Background: an optimization exercise with open tools, aiming at small area. Do not read the settings as production practice. Function was checked by simulation only, so behaviour that the tests miss may differ from the original. Power is estimated from default activity; no workload was simulated.

## flow/design.v

```verilog
module m_reg_read #(
  parameter int XLEN      = 32,
  parameter int PAYLOAD_W = 32,
  parameter int BYPASS    = 1
) (
  input  logic                 clk,
  input  logic                 rst_n,
  input  logic                 in_valid,
  output logic                 in_ready,
  input  logic [4:0]           in_rd,
  input  logic [4:0]           in_rs,
  input  logic [4:0]           in_rq,
  input  logic                 in_rd_we,
  input  logic [PAYLOAD_W-1:0] in_payload,
  output logic                 out_valid,
  input  logic                 out_ready,
  output logic [4:0]           out_rd,
  output logic                 out_rd_we,
  output logic [XLEN-1:0]      out_rs_val,
  output logic [XLEN-1:0]      out_rq_val,
  output logic [PAYLOAD_W-1:0] out_payload,
  input  logic                 wb_valid,
  input  logic [4:0]           wb_rd,
  input  logic [XLEN-1:0]      wb_data,
  input  logic                 flush
);
  logic [XLEN-1:0]       rf [1:31];    
  logic                  alive;
  logic [31:1]           wr_ok;        
  logic [31:1]           sb;           
  logic                  vld_q;
  logic [4:0]            rd_q;
  logic                  rd_we_q;
  logic [XLEN-1:0]       rs_val_q, rq_val_q;
  logic [PAYLOAD_W-1:0]  pay_q;
  logic [31:1]           wb_hit, wb_hit_n, sb_set, sb_clr, rs_sel, rq_sel, wb_keep;
  logic [XLEN-1:0]       rf_d [1:31];
  logic [4:0]            rd_d;
  logic                  rd_we_d;
  logic [PAYLOAD_W-1:0]  pay_d;
  logic [31:1]           sb_nxt, wr_nxt;
  logic                  rs_byp, rq_byp, rd_byp;
  logic                  hazard, accept, flush_clr, load;
  logic [XLEN-1:0]       rs_val, rq_val;
  logic [31:0]           sb0;
  function automatic logic [3:0] pre_lo_n(input logic [4:0] idx);
    for (int j = 0; j < 4; j++) pre_lo_n[j] = !(idx[1:0] == 2'(j));
  endfunction
  function automatic logic [7:0] pre_hi_n(input logic [4:0] idx, input logic en);
    for (int k = 0; k < 8; k++) pre_hi_n[k] = !(en && (idx[4:2] == 3'(k)));
  endfunction
  function automatic logic [3:0] pre_lo(input logic [4:0] idx);
    for (int j = 0; j < 4; j++) pre_lo[j] = (idx[1:0] == 2'(j));
  endfunction
  function automatic logic [7:0] pre_hi(input logic [4:0] idx, input logic en);
    for (int k = 0; k < 8; k++) pre_hi[k] = en && (idx[4:2] == 3'(k));
  endfunction
  logic [3:0] wb_lo_n, wb_lo, rs_lo, rq_lo, rd_lo_n, fl_lo_n;
  logic [7:0] wb_hi_n, wb_hi, rs_hi, rq_hi, rd_hi_n, fl_hi_n;
  assign rs_byp = wb_valid && (wb_rd == in_rs) && (in_rs != 5'd0);
  assign rq_byp = wb_valid && (wb_rd == in_rq) && (in_rq != 5'd0);
  assign rd_byp = wb_valid && (wb_rd == in_rd);
  assign sb0    = {sb, 1'b0};
  assign hazard = alive && ((sb0[in_rs] && !rs_byp) || (sb0[in_rq] && !rq_byp)
                         || (in_rd_we && sb0[in_rd] && !rd_byp));
  assign in_ready  = !hazard && !flush && (!vld_q || out_ready);
  assign accept    = in_valid && in_ready;
  assign flush_clr = flush && vld_q && rd_we_q;
  assign wb_lo_n = pre_lo_n(wb_rd);
  assign wb_hi_n = pre_hi_n(wb_rd, wb_valid);
  assign wb_lo   = pre_lo(wb_rd);
  assign wb_hi   = pre_hi(wb_rd, wb_valid);
  assign rs_lo   = pre_lo(in_rs);
  assign rs_hi   = pre_hi(in_rs, !rs_byp && load && alive);
  assign rq_lo   = pre_lo(in_rq);
  assign rq_hi   = pre_hi(in_rq, !rq_byp && load && alive);
  assign rd_lo_n = pre_lo_n(in_rd);
  assign rd_hi_n = pre_hi_n(in_rd, accept && in_rd_we);
  assign fl_lo_n = pre_lo_n(rd_q);
  assign fl_hi_n = pre_hi_n(rd_q, flush_clr);
  for (genvar i = 1; i < 32; i++) begin : g_reg
    rr_nor2  u_wb  (.a(wb_lo_n[i % 4]), .b(wb_hi_n[i / 4]), .y(wb_hit[i]));
    rr_nand2 u_wbn (.a(wb_lo[i % 4]),   .b(wb_hi[i / 4]),   .y(wb_hit_n[i]));
    for (genvar b = 0; b < XLEN; b++) begin : g_bit
      rr_a22o u_wr (.a1(wb_hit[i]), .a2(wb_data[b]), .b1(wb_hit_n[i]), .b2(rf[i][b]),
                    .x(rf_d[i][b]));
    end
    rr_nor2 u_set (.a(rd_lo_n[i % 4]), .b(rd_hi_n[i / 4]), .y(sb_set[i]));
    rr_nor2 u_clr (.a(fl_lo_n[i % 4]), .b(fl_hi_n[i / 4]), .y(sb_clr[i]));
    rr_and3 u_rs  (.a(rs_lo[i % 4]), .b(rs_hi[i / 4]), .c(wr_ok[i]), .y(rs_sel[i]));
    rr_and3 u_rq  (.a(rq_lo[i % 4]), .b(rq_hi[i / 4]), .c(wr_ok[i]), .y(rq_sel[i]));
    rr_nor2 u_kp  (.a(wb_hit[i]), .b(sb_clr[i]), .y(wb_keep[i]));
    rr_a31o u_sb  (.a1(sb[i]), .a2(wb_keep[i]), .a3(alive), .b1(sb_set[i]), .x(sb_nxt[i]));
    rr_a21o u_wr  (.a1(wr_ok[i]), .a2(alive), .b1(wb_hit[i]), .x(wr_nxt[i]));
  end
  for (genvar b = 0; b < XLEN; b++) begin : g_rd
    logic [31:0] col;
    always_comb begin
      col[0] = wb_data[b];
      for (int i = 1; i < 32; i++) col[i] = rf[i][b];
    end
    rr_sel33 u_rs (.s({!load, rs_sel, rs_byp && load}), .d({rs_val_q[b], col}), .y(rs_val[b]));
    rr_sel33 u_rq (.s({!load, rq_sel, rq_byp && load}), .d({rq_val_q[b], col}), .y(rq_val[b]));
  end
  always_ff @(posedge clk) begin
    for (int i = 1; i < 32; i++)
      rf[i] <= rf_d[i];
  end
  always_ff @(posedge clk or negedge rst_n) begin
    if (!rst_n)
      alive <= 1'b0;
    else
      alive <= 1'b1;
  end
  always_ff @(posedge clk) begin
    wr_ok <= wr_nxt;
    sb    <= sb_nxt;
  end
  always_ff @(posedge clk or negedge rst_n) begin
    if (!rst_n)
      vld_q <= 1'b0;
    else if (flush)
      vld_q <= 1'b0;
    else if (accept)
      vld_q <= 1'b1;
    else if (out_ready)
      vld_q <= 1'b0;
  end
  assign load = !vld_q || out_ready;
  for (genvar b = 0; b < 5; b++) begin : g_rd_d
    rr_a22o u (.a1(load), .a2(in_rd[b]), .b1(!load), .b2(rd_q[b]), .x(rd_d[b]));
  end
  rr_a22o u_we_d (.a1(load), .a2(in_rd_we), .b1(!load), .b2(rd_we_q), .x(rd_we_d));
  for (genvar b = 0; b < PAYLOAD_W; b++) begin : g_pay_d
    rr_a22o u (.a1(load), .a2(in_payload[b]), .b1(!load), .b2(pay_q[b]), .x(pay_d[b]));
  end
  always_ff @(posedge clk) begin
    rd_q    <= rd_d;
    rd_we_q <= rd_we_d;
    pay_q   <= pay_d;
  end
  always_ff @(posedge clk) begin
    rs_val_q <= rs_val;
    rq_val_q <= rq_val;
  end
  assign out_valid   = vld_q;
  assign out_rd      = rd_q;
  assign out_rd_we   = rd_we_q;
  assign out_rs_val  = rs_val_q;
  assign out_rq_val  = rq_val_q;
  assign out_payload = pay_q;
endmodule
module rr_sel33 (
  input  logic [32:0] s,
  input  logic [32:0] d,
  output logic        y
);
  logic [10:0] t;
  logic [2:0]  n;
  for (genvar k = 0; k < 11; k++) begin : g_a
    rr_aoi222 u (.a1(s[3*k]), .a2(d[3*k]), .b1(s[3*k+1]), .b2(d[3*k+1]),
                 .c1(s[3*k+2]), .c2(d[3*k+2]), .y(t[k]));
  end
  rr_nand4 u_n0 (.a(t[0]), .b(t[1]), .c(t[2]), .d(t[3]), .y(n[0]));
  rr_nand4 u_n1 (.a(t[4]), .b(t[5]), .c(t[6]), .d(t[7]), .y(n[1]));
  rr_nand3 u_n2 (.a(t[8]), .b(t[9]), .c(t[10]), .y(n[2]));
  rr_or3   u_o  (.a(n[0]), .b(n[1]), .c(n[2]), .y(y));
endmodule
module rr_aoi222 (input logic a1, a2, b1, b2, c1, c2, output logic y);
  assign y = ~((a1 & a2) | (b1 & b2) | (c1 & c2));
endmodule
module rr_a22o (input logic a1, a2, b1, b2, output logic x);
  assign x = (a1 & a2) | (b1 & b2);
endmodule
module rr_nand2 (input logic a, b, output logic y);
  assign y = ~(a & b);
endmodule
module rr_nand3 (input logic a, b, c, output logic y);
  assign y = ~(a & b & c);
endmodule
module rr_nand4 (input logic a, b, c, d, output logic y);
  assign y = ~(a & b & c & d);
endmodule
module rr_or3 (input logic a, b, c, output logic y);
  assign y = a | b | c;
endmodule
module rr_nor2 (input logic a, b, output logic y);
  assign y = ~(a | b);
endmodule
module rr_and3 (input logic a, b, c, output logic y);
  assign y = a & b & c;
endmodule
module rr_a31o (input logic a1, a2, a3, b1, output logic x);
  assign x = (a1 & a2 & a3) | b1;
endmodule
module rr_a21o (input logic a1, a2, b1, output logic x);
  assign x = (a1 & a2) | b1;
endmodule
```

## flow/config.mk

```make
export PLATFORM = sky130hd
export DESIGN_NAME = m_reg_read
export DESIGN_NICKNAME = m_reg_read
export VERILOG_FILES = /design/flow/design.v
export SDC_FILE = /design/flow/constraint.sdc
export NUM_CORES = 4
export LEC_CHECK = 0
export CAP_MARGIN = 10
export CORE_MARGIN = 2
export CORE_UTILIZATION = 60
export SLEW_MARGIN = 10
export SYNTH_HIERARCHICAL = 1
export SYNTH_MINIMUM_KEEP_SIZE = 0
```

## flow/flow/run.sh

```bash
#!/bin/bash
set -uo pipefail
export CTS_ARGS="-sink_clustering_enable -repair_clock_nets -dont_use_dummy_load -buf_list sky130_fd_sc_hd__clkbuf_4 -sink_clustering_size 9 -sink_clustering_max_diameter 40"
export BUFFER_PORTS_ARGS="-buffer_cell sky130_fd_sc_hd__buf_1"
bash standard.sh finish > flow_make.log 2>&1
```

## flow/standard.sh

```bash
#!/bin/bash
# synth_recipe.tcl (not shown) runs the flow's synth.tcl, then flattens the netlist and writes it again
# the make line also repeats each setting of config.mk as NAME=value (left out here)
make -C /OpenROAD-flow-scripts/flow DESIGN_CONFIG=/design/flow/config.mk WORK_HOME=/design/flow/orfs CLKGATE_MAP_FILE= SYNTH_SCRIPT=/design/flow/synth_recipe.tcl "${@:-finish}"
```

## flow/constraint.sdc

```tcl
create_clock -name core_clock -period 5.5 [get_ports {clk}]
set_input_delay 1.1000 -clock core_clock [delete_from_list [all_inputs] [get_ports {clk}]]
set_output_delay 1.1000 -clock core_clock [all_outputs]
set_load 0.01 [all_outputs]
```

==> results of run 1 <==
==> kinds of logic (layout without fill, tap and decap cells) <==
group	count (synthesis)	after routing
compound gates	1831	1831
xor+xnor	13	13
buf+inv	36	542
flops	1158	1158
mux	44	44
other cells	1	16
simple gates	632	632
==> how the worst max path moves through the flow <==
| stage | cells after the start | from | slack [ns] | end |
|---|---|---|---|---|
| final | 9 | in_rd[1] | 0.68 | in_ready |
| after global routing | 9 | in_rd[1] | 0.55 | in_ready |
| after CTS | 9 | in_rd[1] | 0.88 | in_ready |
| after detailed placement | 11 | wb_rd[4] | 0.61 | rq_val_q[19] |
| after global placement | 11 | wb_rd[4] | 0.67 | rq_val_q[19] |
| after floorplan | 4 | out_ready | 0.48 | in_ready |
==> area by class of cell <==
class                           count  area [um^2]  share of cell area (%)
Sequential cell                  1158        23200                    47.6
Multi-Input combinational cell   2521        20900                    43.0
Timing Repair Buffer              366         2100                    4.30
Clock buffer                      161         1210                    2.48
Tap cell                          959         1200                    2.46
Inverter                           15         57.6                   0.118
Antenna cell                       15         37.5                  0.0770
==> routing by layer <==
metal	vias up	track usage [%]
li1	17900	-
met1	21900	63.1
met2	5522	73.1
met3	1711	26.5
met4	16	48.9
met5	-	1.69
==> cells in the mapped netlist, types with 2 or more instances <==
library cell  instances
dfxtp_1            1156
a22o_1             1031
a222oi_1            704
nor2_1              155
nand4_1             132
nand3_1              90
or3_1                66
and3_1               63
nand2_1              60
mux2i_1              38
a21o_1               31
a31o_1               31
nor2b_1              17
nand2b_1             16
inv_1                15
clkbuf_1             11
a21oi_1              10
a22oi_1               9
nor3_1                8
and2_1                7
xnor2_1               7
buf_2                 6
xor2_1                6
and4_1                5
mux2_2                4
nor4_1                3
o21ai_0               3
or2_2                 3
a211oi_1              2
a221o_1               2
buf_6                 2
dfrtp_1               2
nand3b_1              2
nand4b_1              2
or2_0                 2
==> registers in the layout, indices dropped and copies added (netlist names) <==
name / cells
rd_we_q: 1
wr_ok: 31
sb: 31
vld_q: 1
pay_q: 32
alive: 1
rs_val_q: 32
rd_q: 5
rq_val_q: 32
rf: 992
==> per-module statistics from Yosys, one instance, submodules excluded, excerpt <==
module | copies in the design | cell area, um^2
m_reg_read | 1 | 25000
rr_a21o | 31 | 7.51
rr_a22o | 1030 | 8.76
rr_a31o | 31 | 8.76
rr_and3 | 62 | 6.26
rr_aoi222 | 704 | 10.0
rr_nand2 | 31 | 3.75
rr_nand4 | 128 | 6.26
rr_nor2 | 124 | 3.75
rr_or3 | 64 | 6.26
==> metrics by stage <==
stage | instance area (um^2) | setup WS, ns | cells | power [mW]
floorplan | 44100 | 0.484 | 3715 | 12.1
global placement | 47500 | 0.667 | 5018 | 12.8
detailed placement | 47500 | 0.609 | 5018 | 13.0
CTS | 48700 | 0.880 | 5180 | 17.0
global route | 48700 | 0.555 | 5187 | 17.7
finish | 48700 | 0.685 | 5195 | 17.2
==> where the power goes <==
| part | switching (mW) | leakage, nW | internal (mW) |
|---|---|---|---|
| clock | 2.86 | 0.741 | 1.34 |
| combinational | 0.822 | 9.50 | 1.05 |
| sequential | 1.24 | 9.62 | 9.86 |
| total | 4.92 | 19.9 | 12.3 |
==> flow_metrics.env, run 1 <==
export IMPL_rows=99
export IMPL_h_tree_depth=4
export IMPL_critPathMostFrequentCell="buf_1"
export IMPL_crit_required_ns=4.40
export IMPL_grt_pass1_wl_mm=302
export IMPL_wl_met3_mm=40.7
export IMPL_criticalPathCategory="input pin to output pin"
export IMPL_whs_endpoint="pay_q[12]"
export IMPL_status="finished clean"
export IMPL_cts_sinks=1158
export IMPL_ys_types=49
export IMPL_die_h_um=275
export IMPL_netlist_instances=3715
export IMPL_routed_wl_mm=216
export IMPL_max_freq_mhz=208
export IMPL_place_hpwl_mm=123
export IMPL_maxSlewHeadroom_pct=7.15
export IMPL_critPathArrivalTime_ns=3.72
export IMPL_worst_r2r_cell_count=9
export IMPL_cts_resized=0
export IMPL_drt_iter0_markers=13200
export IMPL_drc=0
export IMPL_first_global_vias=44300
export IMPL_antenna_found_initial=20
export IMPL_skew_ns=0.135
export IMPL_synth_top_family_by_area="compound AO/OA/AOI/OAI gates"
export IMPL_path_max_fanout=12
export IMPL_cts_tree="done"
export IMPL_start_util_pct=60.5
export IMPL_synth_xor_xnor_area_share_pct=0.258
export IMPL_fp_dieW_um=275
export IMPL_reg2reg_from="vld_q"
export IMPL_post_cts_buffers=0
export IMPL_path_clk_slew_ns=0.09
export IMPL_mostFrequentLayoutCells="1,156 x dfxtp_1, 1,031 x a22o_1, 704 x a222oi_1"
export IMPL_synth_area_um2=44100
export IMPL_rrSetupSlack_ns=1.49
export IMPL_setup_viol=0
export IMPL_regToRegEndpoint="rq_val_q[19]"
export IMPL_ys_seq_area_share_pct=52.6
export IMPL_ys_flop_type="dfxtp_1"
export IMPL_fin_util_pct=66.9
export IMPL_met2_wirelength_mm=81.8
export IMPL_hold_path_cell_count=2
export IMPL_io_buffers=194
export IMPL_p_leak_nw=19.9
export IMPL_synth_mux_area_share_pct=1.04
export IMPL_nNetsFinal=4314
export IMPL_cts_buffers=161
export IMPL_yosys_top_cells_area="dfxtp_1 53%, a22o_1 20%, a222oi_1 16%"
export IMPL_grt_overflow_total=0
export IMPL_avgSynthCellArea_um2=11.9
export IMPL_rsz0062_at_grt="no"
export IMPL_cts_hold_buf=1
export IMPL_maxCapViolations=0
export IMPL_cp_end_kind="output pin"
export IMPL_yosys_area_share_simple_pct=7.53
export IMPL_grt_util_all_layers_pct=54.3
export IMPL_synth_edf_count=0
export IMPL_synth_area_leader_cell="dfxtp_1"
export IMPL_max_vdd_ir_drop_uv=318
export IMPL_netlist_area_leader_share_pct=52.5
export IMPL_path_delay_family="buffers and inverters"
export IMPL_cp_slowest_cell="buf_1"
export IMPL_post_route_period_util_pct=87.5
export IMPL_hold_class="input pin to register"
export IMPL_wl_met1_mm=67.7
export IMPL_final_common_cell="dfxtp_1"
export IMPL_coreArea_um2=72800
export IMPL_syn_nets=3806
export IMPL_final_layout_size_suffix_gt1_share_pct=8.98
export IMPL_synth_fa_ha_area_share_pct=0
export IMPL_ioPinCount=195
export IMPL_worstSkewPairLatency_ns=1.15
export IMPL_wl_per_cell_um=41.6
export IMPL_worst_slew_pin_slew_ns=1.39
export IMPL_report_final_hold_viol_count=0
export IMPL_finalCriticalPeriod_ns=4.82
export IMPL_place_congestion=1.02
export IMPL_whs_ns=0.203
export IMPL_cp_num_buf_inv=3
export IMPL_synth_seq_cells=1158
export IMPL_hp_start="in_payload[12]"
export IMPL_final_max_slew_viol_count=0
export IMPL_cp_slowest_stage_delay_ns=0.63
export IMPL_synthArstFlopShare_pct=0.173
export IMPL_viasPerCell=9.06
export IMPL_antenna_left=0
export IMPL_synth_compound_area_share_pct=38.2
export IMPL_ys_warn_count=10
export IMPL_startpoint_type="input pin"
export IMPL_dr_pass1_iters=17
export IMPL_clockBufferDepth=3
export IMPL_num_vias=47100
export IMPL_cts_root_buf="clkbuf_4"
export IMPL_top_layer="met5"
export IMPL_power_density_nw_per_um2=352
export IMPL_die_area_um2=75600
export IMPL_synthToLayoutAreaGrowth_pct=10.6
export IMPL_grt_max_degree=66
export IMPL_path_cells="buf_1 -> buf_4 -> mux2i_1 -> a22oi_1 -> and4_1 -> o21ai_1 -> a211o_1 -> and3_1 -> buf_1"
export IMPL_fillers=5604
export IMPL_tns_ns=0
==> run 2: changes to the inputs <==
==> flow/config.mk (replaced) <==
export PLATFORM = sky130hd
export DESIGN_NAME = m_reg_read
export DESIGN_NICKNAME = m_reg_read
export VERILOG_FILES = /design/flow/design.v
export SDC_FILE = /design/flow/constraint.sdc
export NUM_CORES = 4
export LEC_CHECK = 0
export CAP_MARGIN = 20
export CORE_MARGIN = 2
export CORE_UTILIZATION = 50
export SLEW_MARGIN = 20
export SYNTH_HIERARCHICAL = 1
export SYNTH_MINIMUM_KEEP_SIZE = 0
==> run 2 against run 1 <==
Final cell count rose by 4.2%. Hold slack got worse by 0.014 ns. Critical path depth stayed put. Sequential share of layout area shrank 0.43 points. Combinational power hardly changed. Flip-flop and latch count is the same. Clock power rose by 2%. Critical endpoint unchanged. Largest cell class unchanged. Largest power group unchanged.
==> flow_metrics.env, run 2 <==
export IMPL_place_congestion=1.01
export IMPL_worst_r2r_cell_count=9
export IMPL_ioPinCount=195
export IMPL_regMostFlops="rf"
export IMPL_criticalPathCategory="input pin to output pin"
export IMPL_reg2reg_from="vld_q"
export IMPL_hold_class="input pin to register"
export IMPL_wl_per_cell_um=40.8
export IMPL_synthArstFlopShare_pct=0.173
export IMPL_critPathArrivalTime_ns=3.94
export IMPL_critPathLaunch="in_rd[1]"
export IMPL_ys_types=49
export IMPL_clockBufferDepth=3
export IMPL_path_cells="buf_1 -> buf_4 -> mux2i_1 -> a22oi_1 -> and4_1 -> o21ai_1 -> a211o_1 -> and3_1 -> buf_1"
export IMPL_final_layout_size_suffix_gt1_share_pct=9.59
export IMPL_syn_nets=3806
export IMPL_rsz0062_at_grt="no"
export IMPL_antenna_left=0
export IMPL_grt_pass1_wl_mm=311
export IMPL_first_global_vias=43900
export IMPL_netlist_area_leader_share_pct=52.5
export IMPL_crit_required_ns=4.40
export IMPL_worstSkewPairLatency_ns=1.21
export IMPL_status="finished clean"
export IMPL_synth_most_common_cell="dfxtp_1"
export IMPL_largest_reg_flops=992
export IMPL_tns_ns=0
export IMPL_die_area_um2=90500
export IMPL_drc=0
export IMPL_fp_dieW_um=301
export IMPL_ys_seq_area_share_pct=52.6
export IMPL_cp_slowest_cell="buf_1"
export IMPL_maxSlewHeadroom_pct=17.4
export IMPL_antenna_found_initial=19
export IMPL_skew_ns=0.135
export IMPL_synth_seq_cells=1158
export IMPL_startpoint_type="input pin"
export IMPL_post_cts_buffers=0
export IMPL_io_buffers=194
export IMPL_post_route_period_util_pct=91.7
export IMPL_grt_util_all_layers_pct=46.8
export IMPL_cts_root_buf="clkbuf_4"
export IMPL_mostFrequentLayoutCells="1,156 x dfxtp_1, 1,031 x a22o_1, 704 x a222oi_1"
export IMPL_grt_max_degree=64
export IMPL_cp_end_kind="output pin"
export IMPL_rows=108
export IMPL_h_tree_depth=4
export IMPL_setup_viol=0
export IMPL_dr_pass1_iters=15
export IMPL_die_h_um=301
export IMPL_nNetsFinal=4338
export IMPL_ys_warn_count=10
export IMPL_synth_area_leader_cell="dfxtp_1"
export IMPL_coreArea_um2=87000
export IMPL_place_hpwl_mm=134
export IMPL_drt_iter0_markers=10900
export IMPL_cts_resized=0
export IMPL_netlist_instances=3715
export IMPL_whs_ns=0.189
export IMPL_synth_edf_count=0
export IMPL_synthTopCellsByCount="1,156 x dfxtp_1, 1,031 x a22o_1, 704 x a222oi_1, 155 x nor2_1, 132 x nand4_1"
export IMPL_final_max_slew_viol_count=0
export IMPL_avgSynthCellArea_um2=11.9
export IMPL_grt_overflow_total=0
export IMPL_worst_slew_pin_slew_ns=1.24
export IMPL_num_vias=45800
export IMPL_placed_area_um2=47900
export IMPL_fin_util_pct=56.5
export IMPL_critPathMostFrequentCell="buf_1"
export IMPL_regToRegEndpoint="rq_val_q[6]"
export IMPL_maxCapViolations=0
export IMPL_viasPerCell=8.47
export IMPL_report_final_hold_viol_count=0
export IMPL_routed_wl_mm=221
export IMPL_cts_buffers=167
export IMPL_ys_flop_type="dfxtp_1"
export IMPL_fillers=7588
export IMPL_max_freq_mhz=198
export IMPL_finalCriticalPeriod_ns=5.04
export IMPL_synth_area_um2=44100
export IMPL_path_clk_slew_ns=0.09
export IMPL_cts_sinks=1158
export IMPL_fin_area_um2=49200
export IMPL_crit_end="in_ready"
export IMPL_rrSetupSlack_ns=1.92
export IMPL_path_max_fanout=14
export IMPL_yosys_top_cells_area="dfxtp_1 53%, a22o_1 20%, a222oi_1 16%"
export IMPL_max_vdd_ir_drop_uv=209
export IMPL_synthToLayoutAreaGrowth_pct=11.6
export IMPL_start_util_pct=50.6
export IMPL_power_density_nw_per_um2=350
export IMPL_p_leak_nw=20.0
export IMPL_cts_tree="done"
export IMPL_final_common_cell="dfxtp_1"
export IMPL_cp_slowest_stage_delay_ns=0.76
==> run 2: cell counts after synthesis <==
No cell type changed its count.
==> run 2: repair_timing <==
| action | 4_1_cts | 5_1_grt |
|---|---|---|
| endpoints found under the setup margin | 0 | 0 |
| hold buffers | 1 | 0 |
| hold endpoints to repair | 2 | 0 |
==> run 2: cell families after synthesis <==
logic type             after synthesis  synth area share (%)
buffers and inverters               36                 0.386
other                                1               0.00851
multiplexers                        44                  1.04
flip-flops                        1158                  52.6
AND/OR/NAND/NOR                    632                  7.53
AO/OA/AOI/OAI                     1831                  38.2
XOR/XNOR                            13                 0.258
==> run 2: worst min-delay path by stage <==
stage             startpoint        end  slack, ns  depth (start not counted)
6_report       in_payload[7]   pay_q[7]       0.19                          2
3_5_place_dp       pay_q[27]  pay_q[27]       0.45                          1
2_1_floorplan      wr_ok[10]  wr_ok[10]       0.44                          1
3_3_place_gp       wr_ok[24]  wr_ok[24]       0.45                          1
5_1_grt        in_payload[3]   pay_q[3]       0.13                          2
4_1_cts        in_payload[7]   pay_q[7]       0.12                          2
==> run 2: where the power goes <==
part	switching (mW)	internal, mW	leakage (nW)
Combinational	0.804	1.05	9.61
Clock	2.91	1.39	0.768
Sequential	1.22	9.86	9.62
==> run 2: modules after synthesis, one instance, submodules excluded, a selection <==
module / area (um^2) / cells
rr_nand4: 6.26 / 1
rr_or3: 6.26 / 1
rr_nand3: 5.00 / 1
rr_aoi222: 10.0 / 1
m_reg_read: 25000 / 1446
rr_nand2: 3.75 / 1
rr_a21o: 7.51 / 1
rr_and3: 6.26 / 1
rr_nor2: 3.75 / 1
rr_a31o: 8.76 / 1
rr_a22o: 8.76 / 1
==> run 2: layer usage <==
| layer | up-vias | wire length, um | global-route usage [%] |
|---|---|---|---|
| met2 | 4729 | 89700 | 66.7 |
| met4 | 14 | 21000 | 37.7 |
| li1 | 17900 | - | - |
| met5 | - | 92 | 0.159 |
| met1 | 22000 | 74800 | 56.6 |
| met3 | 1173 | 35100 | 17.1 |
==> run 2: final cells by class <==
class	count	area, um^2	share of cell area [%]
repair buffers	384	2260	4.59
multi-input cells	2521	21000	42.6
flip-flops and latches	1158	23200	47.2
clock buffers	167	1250	2.55
diodes	11	27.5	0.0560
inverters	15	58.8	0.120
well taps	1155	1450	2.94
==> run 2: per-stage QoR <==
step / power, mW / worst slack, ns / instances
finish: 17.2 / 0.458 / 5411
global route: 17.8 / 0.355 / 5405
CTS: 17.1 / 0.498 / 5400
detailed placement: 13.0 / 0.413 / 5232
global placement: 12.8 / 0.372 / 5230
floorplan: 12.1 / 0.484 / 3715
==> run 2: critical path: cells and delay by family <==
family          cells  cell delay [ns]
simple gates        2             0.49
compound gates      3             0.79
mux                 1             0.26
buf+inv             3             1.28

## afterwards: timing with drivers on the ports
The results above use ideal ports. As a check the final layouts listed here were re-extracted and re-timed, cells and wires unchanged.
Step 1 (the two cells are an assumption about what drives the block):
set clk [get_ports {clk}]
set_driving_cell -lib_cell sky130_fd_sc_hd__clkbuf_16 $clk
set_driving_cell -lib_cell sky130_fd_sc_hd__buf_2 [delete_from_list [all_inputs] $clk]
Step 2 times the ports against the registers' clock, not the clock port: input delays grow and output delays shrink by t, the midpoint of the rising clock arrivals with the driver on.
Slacks: no drivers / after step 1 / after step 2; pairs: no drivers / after step 1.
run | shift t [ns] | setup slack, ns | latest minus earliest clock arrival (ns) | worst register clock-pin slew, ns
run 1 | 1.143 | 0.685 / 0.648 / 0.123 | 0.141 / 0.141 | 0.11 / 0.11
run 2 | 1.204 | 0.458 / 0.419 / 0.209 | 0.148 / 0.149 | 0.11 / 0.11
After both steps every run listed still meets setup and hold. The setup slack of run 1, which loses most, moves by -0.037 ns with the drivers and by -0.562 ns with both steps.
